What follows belongs to an exercise in optimizing a design on an open flow for small area; a production flow would make more cautious choices. The RTL was checked by simulation tests, not by an equivalence proof against the original design. Power and IR drop assume default switching activity. The clock port is modelled as an ideal driver; clocking choices that lean on that would not hold on a real chip.

Setup of run 1:
// letc_backend_top
module letc_backend_top (
    input  wire logic        clk,
    input  wire logic        rst_n,
    input  wire logic        m2_valid,
    input  wire logic [1:0]  m2_rd_src,
    input  wire logic [4:0]  m2_rd_idx,
    input  wire logic        m2_rd_we,
    input  wire logic [31:0] m2_alu_result,
    input  wire logic [31:0] m2_mem_rdata,
    input  wire logic [31:0] m2_csr_old_val,
    input  wire logic [11:0] m2_csr_idx,
    input  wire logic        m2_csr_wen,
    input  wire logic [31:0] m2_csr_new_val,
    input  wire logic        m2_sim_exit_req,
    input  wire logic        stall,
    input  wire logic        flush,
    input  wire logic [4:0]  rs1_idx,
    input  wire logic [4:0]  rs2_idx,
    output logic [31:0]      rs1_val,
    output logic [31:0]      rs2_val,
    input  wire logic [11:0] csr_rd_idx,
    output logic [31:0]      csr_rd_val,
    output logic             exit_req
);
clock: 7.0 ns
lec_check: 0
cap_margin: 5
core_margin: 2
core_utilization: 70
place_density: 0.8
slew_margin: 5
standard.sh (not shown) runs the stock make flow with config.mk's settings and CLKGATE_MAP_FILE= SYNTH_SCRIPT=/design/flow/synth_recipe.tcl, a recipe that flattens the netlist after the stock synthesis.
==> flow/flow/run.sh <==
#!/bin/bash
# own layout flow:
#  1. the read multiplexers of the register file are mapped by hand
#     (gen_rdmux.py), the rest goes through the standard synthesis script
#     with an area-oriented abc script; registers are untouched
#  2. the standard layout steps, with small port buffers and a lean clock tree
set -euo pipefail
W="$(cd "$(dirname "${BASH_SOURCE[0]}")/.." && pwd)"
cd "$W"

python3 "$W/flow/gen_rdmux.py" "$W/design.v" "$W/design_mapped.v" > "$W/gen_rdmux.log" 2>&1

export MY_ABC_SCRIPT="$W/flow/area.abc"
export FLOW_SYNTH_TCL="$W/synth_recipe.tcl"

make -C "$FLOW_HOME" DESIGN_CONFIG="$W/config.mk" WORK_HOME="$W/orfs" CLKGATE_MAP_FILE= \
  SYNTH_SCRIPT="$W/flow/synth.tcl" VERILOG_FILES="$W/design_mapped.v" synth > "$W/synth.log" 2>&1

if [[ -n "${MY_SYNTH_ONLY:-}" ]]; then exit 0; fi

bash "$W/standard.sh" \
  "BUFFER_PORTS_ARGS=-buffer_cell sky130_fd_sc_hd__buf_1" \
  "CTS_ARGS=-sink_clustering_enable -repair_clock_nets -dont_use_dummy_load -buf_list sky130_fd_sc_hd__clkbuf_16 -sink_clustering_size 28 -sink_clustering_max_diameter 90" \
  finish > "$W/layout.log" 2>&1
Other scripts of this flow, unchanged in this note and not shown: flow/flow/area.abc, flow/flow/gen_rdmux.py, flow/flow/synth.tcl
Modified inputs, run 2 compared to run 1
# run 1
export LEC_CHECK = 0
export CAP_MARGIN = 5
export CORE_MARGIN = 2
export CORE_UTILIZATION = 70
export PLACE_DENSITY = 0.8
export SLEW_MARGIN = 5
create_clock -name core_clock -period 7.0 [get_ports {clk}]
# run 2
export LEC_CHECK = 0
export CAP_MARGIN = 5
export CORE_MARGIN = 2
export CORE_UTILIZATION = 70
export GPL_TIMING_DRIVEN = 0
export PLACE_DENSITY = 0.8
export SLEW_MARGIN = 5
create_clock -name core_clock -period 7.0 [get_ports {clk}]
Findings:
To summarise run 2: no stage aborted, but the layout did not pass its checks, failing on capacitance limit, slew limit, setup timing. Re initial antenna violation count: run 2 is 5 down on run 1. Sort run 1 and run 2 by final weighted congestion in routability-driven placement, ascending, and run 2 comes first. Summary of run 2 over run 1: amount of wire on met3 after detailed routing shows a reduction of 8.0%, quantity of I/O buffers inserted on ports flat.
Inputs modified between run 2 and run 3:
# run 2
export LEC_CHECK = 0
export CAP_MARGIN = 5
export CORE_MARGIN = 2
export CORE_UTILIZATION = 70
export GPL_TIMING_DRIVEN = 0
export PLACE_DENSITY = 0.8
export SLEW_MARGIN = 5
create_clock -name core_clock -period 7.0 [get_ports {clk}]
# run 3
export LEC_CHECK = 0
export CAP_MARGIN = 5
export CORE_MARGIN = 2
export CORE_UTILIZATION = 55
export PLACE_DENSITY = 0.85
export SLEW_MARGIN = 5
create_clock -name core_clock -period 7.0 [get_ports {clk}]
Results
- Run 3 | stages: all done | timing, DRC, antenna: all pass
- Run 2 finished all stages; layout check result: FAIL, due to capacitance limit, slew limit, setup timing.
- Compared to run 2, run 3 shows a wider setup margin.
- rs1_val[20] as the termination of the worst setup path was reported by run 2, and rs2_val[2] by run 3.
- Side by side, arrival time at the worst endpoint turned out lower in run 3 than in run 2.
- The met2 global-route usage number comes out lower for run 3 vs run 2.
- Sort run 2 and run 3 by final-report max-slew violation count desc -> top: run 2
- In the reports for run 2 and run 3, the larger power belongs to run 3.
- Looking at relative max-transition margin across both flows, run 3 is the stronger of the two, with run 2 trailing.
Here is what was changed in the inputs of run 4 compared with run 3.
# run 3
export LEC_CHECK = 0
export CAP_MARGIN = 5
export CORE_MARGIN = 2
export CORE_UTILIZATION = 55
export PLACE_DENSITY = 0.85
export SLEW_MARGIN = 5
create_clock -name core_clock -period 7.0 [get_ports {clk}]
# run 4
export LEC_CHECK = 0
export CAP_MARGIN = 5
export CORE_MARGIN = 2
export CORE_UTILIZATION = 55
export SLEW_MARGIN = 5
create_clock -name core_clock -period 7.0 [get_ports {clk}]
[summary]
The run with more routed wire is run 4, not run 3.
[compare] base=run 3 new=run 4: cell area after placement has increased; fraction of area in multi-input gates has decreased; peak per-stage delay on the critical path lost 0.20 ns.
Looking at final period utilization, run 4 sits 3.3 points lower than run 3 does.
Switching power, run 4 vs run 3: down by a few percent
Summary — area growth from synthesis to layout, run 4 relative to run 3: higher, by 1.0 points.
Run 4 vs run 3: total power down

* * *

Setup of the baseline:
letc_backend_top, a different RTL version from the one above (not shown whole).
Size: roughly 3,200 cells after synthesis, roughly 1,200 flip-flops, roughly 270 I/O pins, ~48,000 sq um of cells after synthesis.
clock: 7.0 ns
lec_check: 0
cap_margin: 20
core_margin: 2
core_utilization: 70
place_density: 0.8
slew_margin: 20
==> flow/flow/run.sh <==
#!/bin/bash
# own layout flow:
#  1. the read multiplexers of the register file are mapped by hand
#     (gen_rdmux.py), the rest goes through the standard synthesis script
#     with an area-oriented abc script; registers are untouched
#  2. the standard layout steps, with small port buffers and a lean clock tree
set -euo pipefail
W="$(cd "$(dirname "${BASH_SOURCE[0]}")/.." && pwd)"
cd "$W"

python3 "$W/flow/gen_rdmux.py" "$W/design.v" "$W/design_mapped.v" > "$W/gen_rdmux.log" 2>&1

export MY_ABC_SCRIPT="$W/flow/area.abc"
export FLOW_SYNTH_TCL="$W/synth_recipe.tcl"

make -C "$FLOW_HOME" DESIGN_CONFIG="$W/config.mk" WORK_HOME="$W/orfs" CLKGATE_MAP_FILE= \
  SYNTH_SCRIPT="$W/flow/synth.tcl" VERILOG_FILES="$W/design_mapped.v" synth > "$W/synth.log" 2>&1

if [[ -n "${MY_SYNTH_ONLY:-}" ]]; then exit 0; fi

bash "$W/standard.sh" \
  "BUFFER_PORTS_ARGS=-buffer_cell sky130_fd_sc_hd__buf_1" \
  "GPL_KEEP_OVERFLOW=0" \
  "CTS_ARGS=-sink_clustering_enable -repair_clock_nets -dont_use_dummy_load -buf_list sky130_fd_sc_hd__clkbuf_16 -sink_clustering_size 28 -sink_clustering_max_diameter 90" \
  finish > "$W/layout.log" 2>&1
Other scripts of this flow, unchanged in this note and not shown: flow/flow/area.abc, flow/flow/gen_rdmux.py, flow/flow/synth.tcl
## Diff of input files: the candidate against the baseline
--- a/flow/flow/run.sh
+++ b/flow/flow/run.sh
@@ -23,3 +23,3 @@
   "GPL_KEEP_OVERFLOW=0" \
-  "CTS_ARGS=-sink_clustering_enable -repair_clock_nets -dont_use_dummy_load -buf_list sky130_fd_sc_hd__clkbuf_16 -sink_clustering_size 28 -sink_clustering_max_diameter 90" \
+  "CTS_ARGS=-sink_clustering_enable -repair_clock_nets -dont_use_dummy_load -buf_list sky130_fd_sc_hd__clkbuf_16 -sink_clustering_size 30 -sink_clustering_max_diameter 100" \
   finish > "$W/layout.log" 2>&1
Notes after the runs:
The baseline ran to completion and came out clean on the timing, DRC and antenna checks.
The candidate completed every stage of the flow, and the final layout passed the timing, DRC and antenna checks.
The candidate vs the baseline: routed metal-1 wirelength up slightly
Status: data-path buffer share of cell area in the final layout parity (the candidate, the baseline)
Residual antenna-violating net count after detailed routing came out exactly the same in the baseline and the candidate.
Diff the candidate..the baseline | number of violations reported at the end of detailed-routing iteration 0 | negligible
Between the candidate and the baseline, the combinational fraction of design power figures differ only marginally.
Compared to the baseline, the candidate has power dissipated by switching net loads 0.028 mW lower.
The met1 track demand over resource in global routing of the candidate exceeds that of the baseline by 0.33 points.
~same ratio of final minimum period to clock period in the baseline and the candidate
As far as flip-flop and latch area goes, the baseline and the candidate are indistinguishable; the numbers are identical.

## port drivers added, routing unchanged
The flow's constraints put no driver on any port. The routed layouts listed below were extracted and timed again, unchanged, in two steps. Step 1, drivers: a clkbuf_16 drives clk and a buf_2 each remaining input, both assumed. Step 2 adds t to the input delays and takes it off the output delays; t is the mean of the earliest and latest rising clock arrival at the registers after step 1. Input paths then give back, and output paths get back, about the clock's delay inside the block. a / b / c = ideal ports / drivers / drivers and shift; a / b = the first two.
run	t (ns)	setup WS [ns]	worst setup path at the end	slew at the worst register clock pin (ns)
run 1	0.714	0.406 / 0.385 / 0.385	input to output	0.12 / 0.12
run 2	0.714	-0.028 / -0.075 / -0.075	input to output	0.11 / 0.11
run 3	0.717	0.305 / 0.220 / 0.220	input to output	0.12 / 0.12
run 4	0.713	0.535 / 0.509 / 0.509	input to output	0.11 / 0.11
the baseline	0.709	1.250 / 1.220 / 1.220	input to output	0.11 / 0.11
the candidate	0.709	1.242 / 1.216 / 1.216	input to output	0.12 / 0.12
For run 3, which loses most, drivers alone change the setup slack by -0.085 ns; drivers and shift together by -0.085 ns.
